Background: an optimization exercise with open tools, aiming at small area. Do not read the settings as production practice. In this exercise RTL edits were held to simulation tests only and were not proved equivalent to the original. Power and IR drop assume default switching activity.

// ecc_input_loader
module ecc_input_loader #(
   parameter  int DATA_W  = 64,
   localparam int N_WORDS = 768 / DATA_W
) (
   input  logic              i_clk,
   input  logic              i_rst_n,
   input  logic              i_in_valid,
   output logic              o_in_ready,
   input  logic [DATA_W-1:0] i_in_data,
   output logic              o_start,
   input  logic              i_core_ack,
   input  logic              i_core_done,
   output logic [255:0]      o_scalar,
   output logic [255:0]      o_px,
   output logic [255:0]      o_py
   ,
   output logic              o_range_err
);
==> flow/config.mk <==
export PLATFORM = sky130hd
export DESIGN_NAME = ecc_input_loader
export DESIGN_NICKNAME = ecc_input_loader
export VERILOG_FILES = /design/flow/design.v
export SDC_FILE = /design/flow/constraint.sdc
export NUM_CORES = 4
export LEC_CHECK = 0
export CAP_MARGIN = 20
export CORE_MARGIN = 2
export CORE_UTILIZATION = 70
export CTS_BUF_LIST = sky130_fd_sc_hd__clkbuf_4
export SLEW_MARGIN = 20
==> flow/constraint.sdc <==
create_clock -name core_clock -period 5.0 [get_ports {i_clk}]
set_input_delay 1.0000 -clock core_clock [delete_from_list [all_inputs] [get_ports {i_clk}]]
set_output_delay 1.0000 -clock core_clock [all_outputs]
set_load 0.01 [all_outputs]
standard.sh (not shown) runs the stock make flow with config.mk's settings and CLKGATE_MAP_FILE= SYNTH_SCRIPT=/design/flow/synth_recipe.tcl, a recipe that flattens the netlist after the stock synthesis.
==> flow/flow/run.sh <==
#!/bin/bash
# Standard ORFS layout, with the port buffers made from the smallest buffer
# (buf_1) and pins allowed on every routing track of the die edge.
set -euo pipefail
export BUFFER_PORTS_ARGS="-buffer_cell sky130_fd_sc_hd__buf_1"
export PLACE_PINS_ARGS="-min_distance 1 -min_distance_in_tracks"
bash standard.sh finish > run_standard.log 2>&1
Edit:
==> flow/run.sh (new file) <==
#!/bin/bash
# synth_recipe.tcl (not shown) runs the flow's synth.tcl, then flattens the netlist and writes it again
# the make line also repeats each setting of config.mk as NAME=value (left out here)
make -C /OpenROAD-flow-scripts/flow DESIGN_CONFIG=/design/flow/config.mk WORK_HOME=/design/flow/orfs CLKGATE_MAP_FILE= SYNTH_SCRIPT=/design/flow/synth_recipe.tcl finish
CORE_UTILIZATION = 40   (was 70)
CTS_BUF_LIST = unset   (was sky130_fd_sc_hd__clkbuf_4)
removed: flow/flow/run.sh
removed: flow/standard.sh
Result: First-iteration DRC count fell by 32%; total power rose by 16%; worst setup slack loses 0.31 ns.
Edit:
CORE_UTILIZATION = 65   (was 40)
CTS_BUF_LIST = sky130_fd_sc_hd__clkbuf_4   (was unset)
Effect:
- The changed run aborted during I/O pin placement (3_2_place_iop) (PPL-0024)
- synthesized area stays the same
- synthesized cell count is unchanged
Edit:
==> flow/flow/run.sh (new file) <==
#!/bin/bash
# Standard ORFS layout, with the port buffers made from the smallest buffer
# (buf_1) and pins allowed on every routing track of the die edge.
set -euo pipefail
export BUFFER_PORTS_ARGS="-buffer_cell sky130_fd_sc_hd__buf_1"
export PLACE_PINS_ARGS="-min_distance 1 -min_distance_in_tracks"
bash standard.sh finish > run_standard.log 2>&1
==> flow/standard.sh (new file) <==
#!/bin/bash
# synth_recipe.tcl (not shown) runs the flow's synth.tcl, then flattens the netlist and writes it again
# the make line also repeats each setting of config.mk as NAME=value (left out here)
make -C /OpenROAD-flow-scripts/flow DESIGN_CONFIG=/design/flow/config.mk WORK_HOME=/design/flow/orfs CLKGATE_MAP_FILE= SYNTH_SCRIPT=/design/flow/synth_recipe.tcl "${@:-finish}"
CORE_UTILIZATION = 70   (was 65)
CTS_BUF_LIST = sky130_fd_sc_hd__clkbuf_8   (was sky130_fd_sc_hd__clkbuf_4)
CTS_CLUSTER_DIAMETER = 100   (was unset)
CTS_CLUSTER_SIZE = 19   (was unset)
removed: flow/run.sh
The changed run ran to the end with no violations.
Synthesized area stays the same.
Synthesized cell count is unchanged.

exp/yarrow:
Another version of the RTL of ecc_input_loader (not shown whole).
Size: about 830 cells after synthesis, ~770 flip-flops, roughly 840 I/O pins, ~24000 um^2 of cells after synthesis.
==> flow/design.v (excerpt) <==
module ecc_input_loader #(
   parameter  int DATA_W  = 64,
   localparam int N_WORDS = 768 / DATA_W
) (
   input  logic              i_clk,
   input  logic              i_rst_n,
   input  logic              i_in_valid,
   output logic              o_in_ready,
   input  logic [DATA_W-1:0] i_in_data,
   output logic              o_start,
   input  logic              i_core_ack,
   input  logic              i_core_done,
   output logic [255:0]      o_scalar,
   output logic [255:0]      o_px,
   output logic [255:0]      o_py
   ,
   output logic              o_range_err
);
clock: 5.0 ns
lec_check: 0
cap_margin: 20
core_margin: 2
core_utilization: 70
cts_buf_list: sky130_fd_sc_hd__clkbuf_8
cts_cluster_diameter: 100
cts_cluster_size: 19
slew_margin: 20
==> flow/flow/run.sh <==
#!/bin/bash
# Standard ORFS layout, with the port buffers made from the smallest buffer
# (buf_1), pins allowed on every routing track of the die edge, and clock tree
# synthesis without dummy loads.
set -euo pipefail
export BUFFER_PORTS_ARGS="-buffer_cell sky130_fd_sc_hd__buf_1"
export PLACE_PINS_ARGS="-min_distance 1 -min_distance_in_tracks"
export CTS_ARGS="-sink_clustering_enable -repair_clock_nets -dont_use_dummy_load -sink_clustering_size 21 -sink_clustering_max_diameter 60 -buf_list sky130_fd_sc_hd__clkbuf_8"
bash standard.sh finish > run_standard.log 2>&1
> inputs changed (exp/yarrow -> exp/pepper)
--- a/flow/flow/run.sh
+++ b/flow/flow/run.sh
@@ -6,4 +6,4 @@
 export BUFFER_PORTS_ARGS="-buffer_cell sky130_fd_sc_hd__buf_1"
 export PLACE_PINS_ARGS="-min_distance 1 -min_distance_in_tracks"
-export CTS_ARGS="-sink_clustering_enable -repair_clock_nets -dont_use_dummy_load -sink_clustering_size 21 -sink_clustering_max_diameter 60 -buf_list sky130_fd_sc_hd__clkbuf_8"
+export CTS_ARGS="-sink_clustering_enable -repair_clock_nets -dont_use_dummy_load -sink_clustering_size 19 -sink_clustering_max_diameter 100 -buf_list sky130_fd_sc_hd__clkbuf_8"
 bash standard.sh finish > run_standard.log 2>&1
## What came out
- The flow did not stop early for exp/pepper: all stages ran, and the layout cleared the timing, DRC and antenna checks.
- Status: area of all placed cells without fillers parity (exp/yarrow, exp/pepper)
- Comparing exp/pepper with exp/yarrow, the clock latency on the worst-skew pair came out essentially unchanged.
- Clock-buffer cell count in exp/pepper is 3 higher than in exp/yarrow
- On overall power after layout, exp/yarrow beats exp/pepper.
- Final worst-path setup slack on exp/pepper is behind exp/yarrow.
Modified inputs, exp/harbor compared to exp/pepper
--- a/flow/flow/run.sh
+++ b/flow/flow/run.sh
@@ -6,4 +6,4 @@
 export BUFFER_PORTS_ARGS="-buffer_cell sky130_fd_sc_hd__buf_1"
 export PLACE_PINS_ARGS="-min_distance 1 -min_distance_in_tracks"
-export CTS_ARGS="-sink_clustering_enable -repair_clock_nets -dont_use_dummy_load -sink_clustering_size 19 -sink_clustering_max_diameter 100 -buf_list sky130_fd_sc_hd__clkbuf_8"
+export CTS_ARGS="-sink_clustering_enable -repair_clock_nets -dont_use_dummy_load -sink_clustering_size 22 -sink_clustering_max_diameter 50 -buf_list sky130_fd_sc_hd__clkbuf_8"
 bash standard.sh finish > run_standard.log 2>&1
[summary]
Re total leakage power: no difference whatsoever between exp/harbor and exp/pepper.
On sum of internal, switching and leakage power, exp/harbor tracks exp/pepper almost exactly.
~same area fraction in compound gates after synthesis in exp/pepper and exp/harbor
#### Input delta (exp/fjord over exp/harbor)
==> flow/flow/run.sh <==
#!/bin/bash
# Standard ORFS layout, with the port buffers made from the smallest buffer
# (buf_1), pins allowed on every routing track of the die edge, clock tree
# synthesis without dummy loads, and (after the unchanged standard synthesis)
# the largest buffers and inverters kept out of the resizer's buffer trees.
set -euo pipefail
bash standard.sh synth > run_synth.log 2>&1
export BUFFER_PORTS_ARGS="-buffer_cell sky130_fd_sc_hd__buf_1"
export PLACE_PINS_ARGS="-min_distance 1 -min_distance_in_tracks"
export CTS_ARGS="-sink_clustering_enable -repair_clock_nets -dont_use_dummy_load -sink_clustering_size 20 -sink_clustering_max_diameter 80 -buf_list sky130_fd_sc_hd__clkbuf_8"
export DONT_USE_CELLS="sky130_fd_sc_hd__buf_8 sky130_fd_sc_hd__buf_12 sky130_fd_sc_hd__buf_16 sky130_fd_sc_hd__bufbuf_8 sky130_fd_sc_hd__bufbuf_16 sky130_fd_sc_hd__bufinv_8 sky130_fd_sc_hd__bufinv_16 sky130_fd_sc_hd__inv_8 sky130_fd_sc_hd__inv_12 sky130_fd_sc_hd__inv_16 sky130_fd_sc_hd__clkinv_8 sky130_fd_sc_hd__clkinv_16 sky130_fd_sc_hd__clkbuf_16"
bash standard.sh finish > run_standard.log 2>&1
## What came out
For non-clock buffer share of cell area, exp/fjord and exp/harbor come out practically identical. Share of the cycle needed by the critical path after routing delta for exp/fjord relative to exp/harbor: 0.70 points lower. | slew at the pin with the worst max-slew slack | higher: exp/harbor |. There was hardly any difference in fraction of final layout cells with drive strength greater than 1 between exp/harbor and exp/fjord. Diff exp/harbor -> exp/fjord | setup slack | increase of 0.035 ns. As far as wire length of the first global-routing pass is concerned, exp/harbor and exp/fjord perform about the same. For power density over cell area, exp/fjord and exp/harbor come out practically identical. On routed wire length, exp/harbor and exp/fjord are basically level.

what the ideal ports hide:
Ports are ideal in the flow. The routed layouts listed here were re-timed in OpenROAD.
Step 1, drivers: a clkbuf_16 drives i_clk and a buf_2 each remaining input, both assumed.
Step 2, shift: input delay + t, output delay - t, t = (earliest + latest rising clock arrival at the registers) / 2. This alone moves slack from input paths to output paths.
Three values: no drivers, after step 1, after step 2; two values: the first two.
run | t (ns) | setup slack, ns | worst setup path after step 2 | pins driven straight from the clock port
the first run of note 1 | 0.874 | 2.293 / 2.246 / 2.035 | input to register | 1
the second run of note 1 | 0.661 | 1.987 / 1.924 / 1.264 | input to register | 1
the fourth run of note 1 | 0.646 | 2.485 / 2.431 / 1.837 | input to register | 1
exp/yarrow | 0.625 | 2.164 / 2.114 / 1.932 | input to register | 1
exp/pepper | 0.639 | 2.112 / 2.064 / 1.922 | input to register | 1
exp/harbor | 0.656 | 2.090 / 2.042 / 1.904 | input to register | 1
exp/fjord | 0.633 | 2.125 / 2.078 / 1.896 | input to register | 1
After both steps every run listed still meets setup and hold. For the second run of note 1, which loses most, drivers alone change the setup slack by -0.063 ns; drivers and shift together by -0.723 ns.
